Context: an optimization exercise on an open-source flow, tuned for small area, a short achievable clock period and few clock cycles per item. The choices shown serve that exercise and are no tape-out recipe.
In this exercise RTL edits were held to simulation tests only and were not proved equivalent to the original.
No activity file was given, so power comes from the tool's default toggle rates.

## flow/design.v (module list and top-level ports; edited modules follow where they fit)
// module kmul_tree: 1198 lines
// module kmul_final: 260 lines
// module kmul_add: 314 lines
// module iterative_karatsuba_hs: 75 lines
module iterative_karatsuba_hs (
    input  logic        clk,
    input  logic        rst,
    input  logic        enable,
    input  logic        in_valid,
    output logic        in_ready,
    input  logic        signed_mode,
    input  logic [31:0] A,
    input  logic [31:0] B,
    output logic        out_valid,
    input  logic        out_ready,
    output logic [63:0] C,
    output logic        busy
);
  // ...
==> flow/flow/run.sh <==
#!/bin/bash
set -euo pipefail
MARGIN=${MARGIN:-5.3}
R=orfs/results/sky130hd/iterative_karatsuba_hs/base
bash standard.sh synth > standard_synth.log 2>&1
cp $R/1_2_yosys.v $R/1_2_yosys.std.v
python3 flow/fa_polarity.py $R/1_2_yosys.std.v $R/1_2_yosys.pol.v > fa_polarity.log 2>&1
sleep 1
cp $R/1_2_yosys.pol.v $R/1_2_yosys.v
bash standard.sh SETUP_SLACK_MARGIN=$MARGIN "BUFFER_PORTS_ARGS=-buffer_cell sky130_fd_sc_hd__buf_1" finish > standard_flow.log 2>&1
==> flow/flow/fa_polarity.py <==
#!/usr/bin/env python3
"""Remove inverters around full-adder cells in a mapped netlist.

A full adder is self-dual: FA(~a, ~b, ~c) = (~sum, ~cout). Each fa cell may
therefore be 'flipped' (fed and read in the opposite polarity) without
changing what the circuit computes. This script chooses a polarity for every
fa cell so that fewer inverters are needed, removes the netlist's inverters
and adds back one inverter per signal that some load still needs inverted.
Registers and every other cell are left as they are.

usage: fa_polarity.py IN.v OUT.v
"""
import re
import sys

ROUNDS = 200

src = open(sys.argv[1]).read()
src = re.sub(r"\(\*.*?\*\)", "", src, flags=re.S)
src = re.sub(r"/\*.*?\*/", "", src, flags=re.S)
m = re.search(r"\bmodule\s+(\S+)\s*\((.*?)\);", src, re.S)
head_end = m.end()
body_end = src.rindex("endmodule")
body = src[head_end:body_end]

# split body into statements
stmts = [s.strip() for s in re.split(r";\s*\n", body) if s.strip()]
cell_re = re.compile(r"^(sky130_fd_sc_hd__\w+)\s+(\S+)\s*\((.*)\)$", re.S)
pin_re = re.compile(r"\.(\w+)\((.*?)\)\s*(?:,|$)", re.S)
OUTS = {"X", "Y", "Q", "Q_N", "SUM", "COUT", "HI", "LO"}

decls, cells, others = [], [], []
ports = set()
for s in stmts:
    if re.match(r"^(input|output|inout)\b", s):
        decls.append(s)
        for nm in re.findall(r"(\\\S+|[A-Za-z_][\w$]*)\s*$", s):
            ports.add(nm)
        nm = s.split()[-1]
        ports.add(nm)
    elif re.match(r"^wire\b", s):
        decls.append(s)
    else:
        cm = cell_re.match(s)
        if cm:
            typ, name, pins = cm.groups()
            pm = {}
            for p, n in pin_re.findall(pins + ","):
                pm[p] = n.strip()
            cells.append([typ, name, pm])
        else:
            others.append(s)


def base(n):
    # net name without bit select on escaped/vector names, for port test
    n = n.strip()
    if n.startswith("\\"):
        return n.split()[0]
    return re.sub(r"\[\d+\]$", "", n)


port_bases = set(base(p) for p in ports)
# nets referenced in assign statements / other statements: keep untouched
pinned = set()
for s in others:
    for tok in re.findall(r"\\\S+ |[A-Za-z_][\w$]*(?:\[\d+\])?", s + " "):
        pinned.add(tok.strip())


def is_port(n):
    return base(n) in port_bases or n.strip() in pinned or base(n) in pinned


def isinv(t):
    return re.match(r"sky130_fd_sc_hd__(clk)?inv(lp)?_\d+$", t) is not None


def isxor(t):
    return re.match(r"sky130_fd_sc_hd__x(n)?or2_\d+$", t) is not None


def isfa(t):
    return re.match(r"sky130_fd_sc_hd__fa_\d+$", t) is not None


driver = {}
for i, (t, nm, pm) in enumerate(cells):
    for p, n in pm.items():
        if p in OUTS and n:
            driver[n] = i

inv_idx = set()
for i, (t, nm, pm) in enumerate(cells):
    if isinv(t) and not is_port(pm["Y"]) and pm["A"] and not pm["A"].startswith("1'"):
        inv_idx.add(i)


def root(n):
    q = 0
    seen = 0
    while n in driver and driver[n] in inv_idx:
        n = cells[driver[n]][2]["A"]
        q ^= 1
        seen += 1
        if seen > 50:
            break
    return n, q


fa_idx = [i for i, c in enumerate(cells) if isfa(c[0]) or isxor(c[0])]
xor_set = set(i for i in fa_idx if isxor(cells[i][0]))
flip = {i: 0 for i in fa_idx}
fixed = set()
for i in fa_idx:
    pm = cells[i][2]
    if is_port(pm.get("SUM", "")) or is_port(pm.get("COUT", "")) or is_port(pm.get("X", "")) or (i in xor_set and is_port(pm.get("Y", ""))):
        fixed.add(i)

# loads: list of (cell index, pin, root, parity)
loads = []
for i, (t, nm, pm) in enumerate(cells):
    if i in inv_idx:
        continue
    for p, n in pm.items():
        if p in OUTS or not n or n.startswith("1'") or n.startswith("{"):
            continue
        r, q = root(n)
        loads.append((i, p, r, q))
# inverters whose outputs are kept (port nets) are normal loads of their input: handled above,
# since they are not in inv_idx.

# index: root -> list of load ids ; fa -> list of load ids on it ; fa -> roots it drives
by_root = {}
for k, (i, p, r, q) in enumerate(loads):
    by_root.setdefault(r, []).append(k)
fa_loads = {i: [] for i in fa_idx}
for k, (i, p, r, q) in enumerate(loads):
    if i in fa_loads:
        fa_loads[i].append(k)
fa_outs = {i: [cells[i][2].get("SUM"), cells[i][2].get("COUT"), cells[i][2].get("X"), cells[i][2].get("Y") if i in xor_set else None] for i in fa_idx}


def supply(r):
    d = driver.get(r)
    if d is not None and d in flip:
        return flip[d]
    return 0


def need(k):
    i, p, r, q = loads[k]
    if i in xor_set:
        return None
    return q ^ (flip[i] if i in flip else 0)


def root_cost(r):
    s = supply(r)
    for k in by_root.get(r, []):
        n = need(k)
        if n is not None and n != s:
            return 1
    return 0


def total():
    return sum(root_cost(r) for r in by_root)


before = sum(1 for _ in inv_idx)
cost = total()
changed = True
it = 0
while changed and it < 50:
    changed = False
    it += 1
    for i in fa_idx:
        if i in fixed:
            continue
        rs = set(loads[k][2] for k in fa_loads[i]) | set(x for x in fa_outs[i] if x)
        c0 = sum(root_cost(r) for r in rs)
        flip[i] ^= 1
        c1 = sum(root_cost(r) for r in rs)
        if c1 < c0:
            changed = True
        else:
            flip[i] ^= 1
cost = total()

# a few rounds of random kicks followed by greedy descent, keeping the best
import random
rng = random.Random(1)
best = dict(flip)
best_cost = cost
free = [i for i in fa_idx if i not in fixed]


def descend():
    ch = True
    while ch:
        ch = False
        for i in free:
            rs = set(loads[k][2] for k in fa_loads[i]) | set(x for x in fa_outs[i] if x)
            c0 = sum(root_cost(r) for r in rs)
            flip[i] ^= 1
            c1 = sum(root_cost(r) for r in rs)
            if c1 < c0:
                ch = True
            else:
                flip[i] ^= 1


for rnd in range(ROUNDS):
    for i in rng.sample(free, max(1, len(free) // 20)):
        flip[i] ^= 1
    descend()
    c = total()
    if c <= best_cost:
        best_cost = c
        best = dict(flip)
    else:
        flip.update(best)
flip.update(best)
cost = total()

# rewrite
newinv = {}
extra_wires = []
out_cells = []
for r in by_root:
    s = supply(r)
    if any(need(k) is not None and need(k) != s for k in by_root[r]):
        nn = f"_fapol{len(newinv)}_"
        newinv[r] = nn
        extra_wires.append(nn)
mism = {i: 0 for i in xor_set}
for k, (i, p, r, q) in enumerate(loads):
    n = need(k)
    if n is None:
        tgt = r
        mism[i] ^= supply(r) ^ q
    else:
        tgt = r if n == supply(r) else newinv[r]
    cells[i][2][p] = tgt
for i in xor_set:
    if mism[i] ^ flip[i]:
        t = cells[i][0]
        pm = cells[i][2]
        if "xnor2" in t:
            cells[i][0] = t.replace("xnor2", "xor2")
            cells[i][2] = {("X" if p == "Y" else p): n for p, n in pm.items()}
        else:
            cells[i][0] = t.replace("xor2", "xnor2")
            cells[i][2] = {("Y" if p == "X" else p): n for p, n in pm.items()}

lines = []
for i, (t, nm, pm) in enumerate(cells):
    if i in inv_idx:
        continue
    pins = ",\n".join(f"    .{p}({n} )" for p, n in pm.items())
    lines.append(f"  {t} {nm} (\n{pins}\n  );")
for r, nn in newinv.items():
    lines.append(f"  sky130_fd_sc_hd__inv_1 {nn}inst (\n    .A({r} ),\n    .Y({nn} )\n  );")

out = src[:head_end] + "\n"
out += "".join(f"  {d} ;\n" for d in decls)
out += "".join(f"  wire {w};\n" for w in extra_wires)
out += "".join(f"  {s} ;\n" for s in others)
out += "\n".join(lines) + "\n"
out += src[body_end:]
open(sys.argv[2], "w").write(out)
print(f"fa cells {len(fa_idx)} flipped {sum(flip.values())}; inverters {before} -> {len(newinv)} ({it} passes)")
==> flow/standard.sh <==
#!/bin/bash
# synth_recipe.tcl (not shown) runs the flow's synth.tcl, then flattens the netlist and writes it again
# the make line also repeats each setting of config.mk as NAME=value (left out here)
make -C /OpenROAD-flow-scripts/flow DESIGN_CONFIG=/design/flow/config.mk WORK_HOME=/design/flow/orfs CLKGATE_MAP_FILE= SYNTH_SCRIPT=/design/flow/synth_recipe.tcl "${@:-finish}"
==> flow/config.mk <==
export PLATFORM = sky130hd
export DESIGN_NAME = iterative_karatsuba_hs
export DESIGN_NICKNAME = iterative_karatsuba_hs
export VERILOG_FILES = /design/flow/design.v
export SDC_FILE = /design/flow/constraint.sdc
export NUM_CORES = 4
export LEC_CHECK = 0
export ABC_AREA = 1
export CAP_MARGIN = 20
export CORE_MARGIN = 2
export CORE_UTILIZATION = 55
export SLEW_MARGIN = 20
==> flow/constraint.sdc <==
create_clock -name core_clock -period 9.5 [get_ports {clk}]
set_input_delay 1.9000 -clock core_clock [delete_from_list [all_inputs] [get_ports {clk}]]
set_output_delay 1.9000 -clock core_clock [all_outputs]
set_load 0.01 [all_outputs]
==> flow_summary.json, run 1 <==
{
  "avgRoutedWirePerCell_um": 30.1,
  "hold-path-endpoint": "v0_q",
  "largest_register_ff_count": 188,
  "cts.hold.buffers_added": 0,
  "use_met1_pct": 52.4,
  "vias": 24400,
  "full_die_area_um2": 63000,
  "hpwl_after_detailed_placement_mm": 74.0,
  "grt_max_degree": 76,
  "criticalPathCategory": "reg -> reg",
  "fin_tns_setup_ns": 0,
  "mappedNetlistNets": 3560,
  "comb_power_share_pct": 67.5,
  "ff_latch_area_um2": 10100,
  "bufAreaShareNonClock_pct": 4.38,
  "clk_pin_slew_worst_paths_ns": 0.07,
  "hold_viol_final": 0,
  "leakage_uw": 0.0141,
  "grt_first_pass_wirelength_mm": 168,
  "core_um2": 60400,
  "crit_slowest_cell": "fa_1",
  "antenna_left": 0,
  "worstHoldPathType": "reg -> reg",
  "power_top_consumer": "combinational cells",
  "fin_skew_ns": 0.0326,
  "cp-endpoint": "cs_q[102]",
  "timing_worst_slew_pin_value_ns": 1.12,
  "area.share.sequential_pct": 27.8,
  "startpoint": "x_q[6]",
  "regToRegSetupSlack_ns": 5.29,
  "p_per_area_nw_per_um2": 414,
  "place_worst_setup_slack_ns": 4.76,
  "dpl_cell_area_um2": 34700,
  "utilization_pct": 60.2,
  "timing.critical_path.mode_cell": "fa_1",
  "maxCapViolCount": 0,
  "finalSetupViolCount": 0,
  "cp_data_arrival_time_ns": 4.50,
  "run_status": "complete, no violations",
  "setup_slack_after_layout_ns": 5.29,
  "timing.hold.worst_path_depth": 2,
  "routed_wirelength_mm": 113
}
Testbench counts, summed over its fixed seeds: cycles 2,072, items 2,048.
==> run 2, diff against run 1 <==
--- a/flow/flow/run.sh
+++ b/flow/flow/run.sh
@@ -1,6 +1,6 @@
 #!/bin/bash
 set -euo pipefail
-MARGIN=${MARGIN:-5.3}
+MARGIN=${MARGIN:-5.1}
 R=orfs/results/sky130hd/iterative_karatsuba_hs/base
 bash standard.sh synth > standard_synth.log 2>&1
 cp $R/1_2_yosys.v $R/1_2_yosys.std.v
==> run 2 against run 1 <==
Against the previous run:
- largest cell class unchanged
- first-iteration DRC count decreased by 0.26%
- clock power about the same
- still clean
- utilization decreased by 0.47 points
- largest power group unchanged
- fmax decreased by 4.5%
- setup slack got worse by 0.20 ns
- power about the same
- critical path type unchanged
==> flow_summary.json, run 2 <==
{
  "numPortBuffers": 136,
  "hpwl_after_detailed_placement_mm": 74.0,
  "slew_violations": 0,
  "via_per_inst": 6.49,
  "cts_made_buffers": 40,
  "regToRegSetupSlack_ns": 5.09,
  "maxCapViolCount": 0,
  "ir_drop_uv": 285,
  "critical_path_peak_fanout": 26,
  "timing.hold.worst_path_depth": 2,
  "grtUsageTotal_pct": 36.1,
  "ys_warn_count": 1,
  "seqPwrFrac_pct": 23.1,
  "mappedNetlistNets": 3560,
  "vias": 24100,
  "clk_pin_slew_worst_paths_ns": 0.06,
  "leakage_uw": 0.0140,
  "post_route_cells_drive_above_1_share_pct": 7.30,
  "timing.critical_path.mode_cell": "fa_1",
  "multiInputGateArea_um2": 21500,
  "worst_skew_pair.late_latency_ns": 0.58,
  "timing_worst_slew_pin_value_ns": 1.15,
  "routed_wirelength_mm": 112,
  "die-width_um": 251,
  "switching_share_pct": 45.0,
  "num-nets-final": 3590,
  "full_die_area_um2": 63000,
  "crit_slowest_cell": "inv_1",
  "p_switching_uw": 6770,
  "worstHoldPathType": "reg -> reg",
  "tritoncts": "done",
  "regMostFlops": "cs_q",
  "die_h_um": 251,
  "timing.critical_path.required_ns": 9.79,
  "worstReg2RegStart": "ng_q[13]",
  "fin_tns_setup_ns": 0,
  "ordered_list_of_cells_on_the_worst_path": "buf_4 > inv_1 > xor2_1 > fa_1 > fa_1 > fa_1 > inv_1 > fa_1 > fa_1",
  "grt_max_degree": 76,
  "floorplan.rows": 90,
  "drt_pre_antenna_iters": 6,
  "number_of_global_route_vias_before_repair": 25300,
  "top_regs": "cs_q (188), c_q (64), x_q (33)",
  "timing.rr.end": "cs_q[102]",
  "reg2reg_depth": 9,
  "ff_latch_area_um2": 10100,
  "dpl_cell_area_um2": 34700,
  "ios": 137,
  "utilization_pct": 59.7,
  "fin_skew_ns": 0.0326,
  "cp_slowest_stage_delay_ns": 0.53,
  "place_worst_setup_slack_ns": 4.76,
  "cellInternalPower_uw": 8270,
  "drc_errors": 0,
  "globalRouteOverflowTotal": 0,
  "hold-path-endpoint": "v1_q",
  "total_power_after_layout_uw": 15000,
  "hold_viol_final": 0,
  "mappedNetlistArea_um2": 33500,
  "cp_data_arrival_time_ns": 4.70,
  "timing.final.crit_period_ns": 4.41,
  "synth_area_per_cell_um2": 11.7,
  "largest_register_ff_count": 188,
  "setup_slack_after_layout_ns": 5.09,
  "flow.area_growth_from_synthesis_pct": 7.51,
  "drt_iter0_markers": 3123,
  "finalSetupViolCount": 0,
  "grt_first_pass_wirelength_mm": 166,
  "p_per_area_nw_per_um2": 417,
  "comb_power_share_pct": 67.4,
  "rsz0062_at_grt": "true",
  "floorplan.initialDensity_pct": 55.6,
  "avgRoutedWirePerCell_um": 30.1,
  "layout.cells.most_common": "o22ai_1",
  "p_clk_share_pct": 9.5,
  "syn-instance-count": 2876,
  "endpoint_kind": "flip-flop",
  "period_share_pct": 46.4,
  "core_um2": 60400,
  "cts_num_sinks": 338,
  "final_cell_area_um2": 36100,
  "cts-htree-levels": 2,
  "hold_path_startpoint": "v0_q",
  "criticalPathCategory": "reg -> reg",
  "cts.hold.buffers_added": 0,
  "worstSetupStartpointType": "flip-flop",
  "nFillCells": 4972,
  "root_buffer": "clkbuf_16",
  "clock_path_buffers": 3,
  "antenna_left": 0,
  "maxSlewHeadroom_pct": 22.2,
  "maxClockFrequency_ghz": 0.227,
  "layout_common_cells": "512 x o22ai_1, 500 x fa_1, 395 x xor2_1, 335 x edfxtp_1, 228 x inv_1",
  "globalplace.congestion": 0.953,
  "antenna_violations_before_repair": 4,
  "run_status": "complete, no violations"
}
run 2: power groups by stage:
stage / sequential, µW / combinational [µW] / clock, µW
floorplan: 3520 / 6640 / 0
global placement: 3500 / 9690 / 0
detailed placement: 3510 / 10100 / 0
CTS: 3480 / 10200 / 1460
global route: 3540 / 11500 / 1520
finish: 3470 / 10100 / 1430
run 2: worst max-delay path by stage:
stage,startpoint,to,cells after the start
2_1_floorplan,out_ready,cs_q[0],4
3_3_place_gp,ng_q[9],cs_q[102],8
3_5_place_dp,ng_q[7],cs_q[102],10
4_1_cts,ng_q[8],cs_q[102],9
5_1_grt,x_q[6],cs_q[102],10
6_report,ng_q[13],cs_q[102],9
run 2: routing by layer:
metal / vias to the layer above / share of wire [%] / global-route usage, %
li1: 9883 / - / -
met1: 12200 / 41 / 52.2
met2: 1683 / 43 / 52.6
met3: 340 / 12 / 9.67
met4: 2 / 4.4 / 13.6
met5: - / 0.012 / 0
run 2: final cells by class:
class | count | area share, %
Clock inverter | 21 | 0.396
Antenna cell | 1 | 0.00694
Tap cell | 782 | 2.71
Sequential cell | 338 | 28.1
Multi-Input combinational cell | 2038 | 59.6
Clock buffer | 48 | 2.86
Timing Repair Buffer | 244 | 3.70
Inverter | 244 | 2.62
run 2: worst max-delay path, delay by kind of cell, from the launching register on:
| kind | cells | cell delay (ns) |
|---|---|---|
| fa+ha+maj | 5 | 2.40 |
| xor+xnor | 1 | 0.30 |
| buf+inv | 3 | 1.10 |
| flops | 1 | 0.31 |
run 2: repair_timing:
item / CTS / global route
resized for setup: 1 / 3
endpoints found under the hold margin: 0 / 0
setup endpoints to repair: 13 / 6
buffers inserted: 5 / 14
gates cloned: 0 / 0
run 2: through the flow:
| stage | hold slack (ns) | cells |
|---|---|---|
| 2_1_floorplan | 0.424 | 2876 |
| 3_3_place_gp | 0.480 | 3626 |
| 3_5_place_dp | 0.507 | 3627 |
| 4_1_cts | 0.515 | 3701 |
| 5_1_grt | 0.525 | 3715 |
| 6_report | 0.506 | 3716 |

what the ideal ports hide:
The results above use ideal ports. As a check the final layouts listed here were re-extracted and re-timed, cells and wires unchanged. Step 1 (the two cells are an assumption about what drives the block):
set clk [get_ports {clk}]
set_driving_cell -lib_cell sky130_fd_sc_hd__clkbuf_16 $clk
set_driving_cell -lib_cell sky130_fd_sc_hd__buf_2 [delete_from_list [all_inputs] $clk]
Step 2 moves the port delays by t, midway between the first and last clock arrival at a register: inputs arrive t later, outputs are due t later. That takes back most of the time a late clock gives input paths. Slacks: ideal ports / drivers / drivers and shift; pairs: ideal ports / drivers.
run | shift t [ns] | setup slack, ns | worst setup path at the end | worst register clock-pin slew, ns
run 1 | 0.634 | 5.293 / 5.273 / 4.887 | input to register | 0.07 / 0.07
run 2 | 0.633 | 5.094 / 5.094 / 5.094 | register to register | 0.07 / 0.07
After both steps setup and hold are still met in every run listed. For run 1, which loses most, drivers alone change the setup slack by -0.020 ns; drivers and shift together by -0.406 ns.
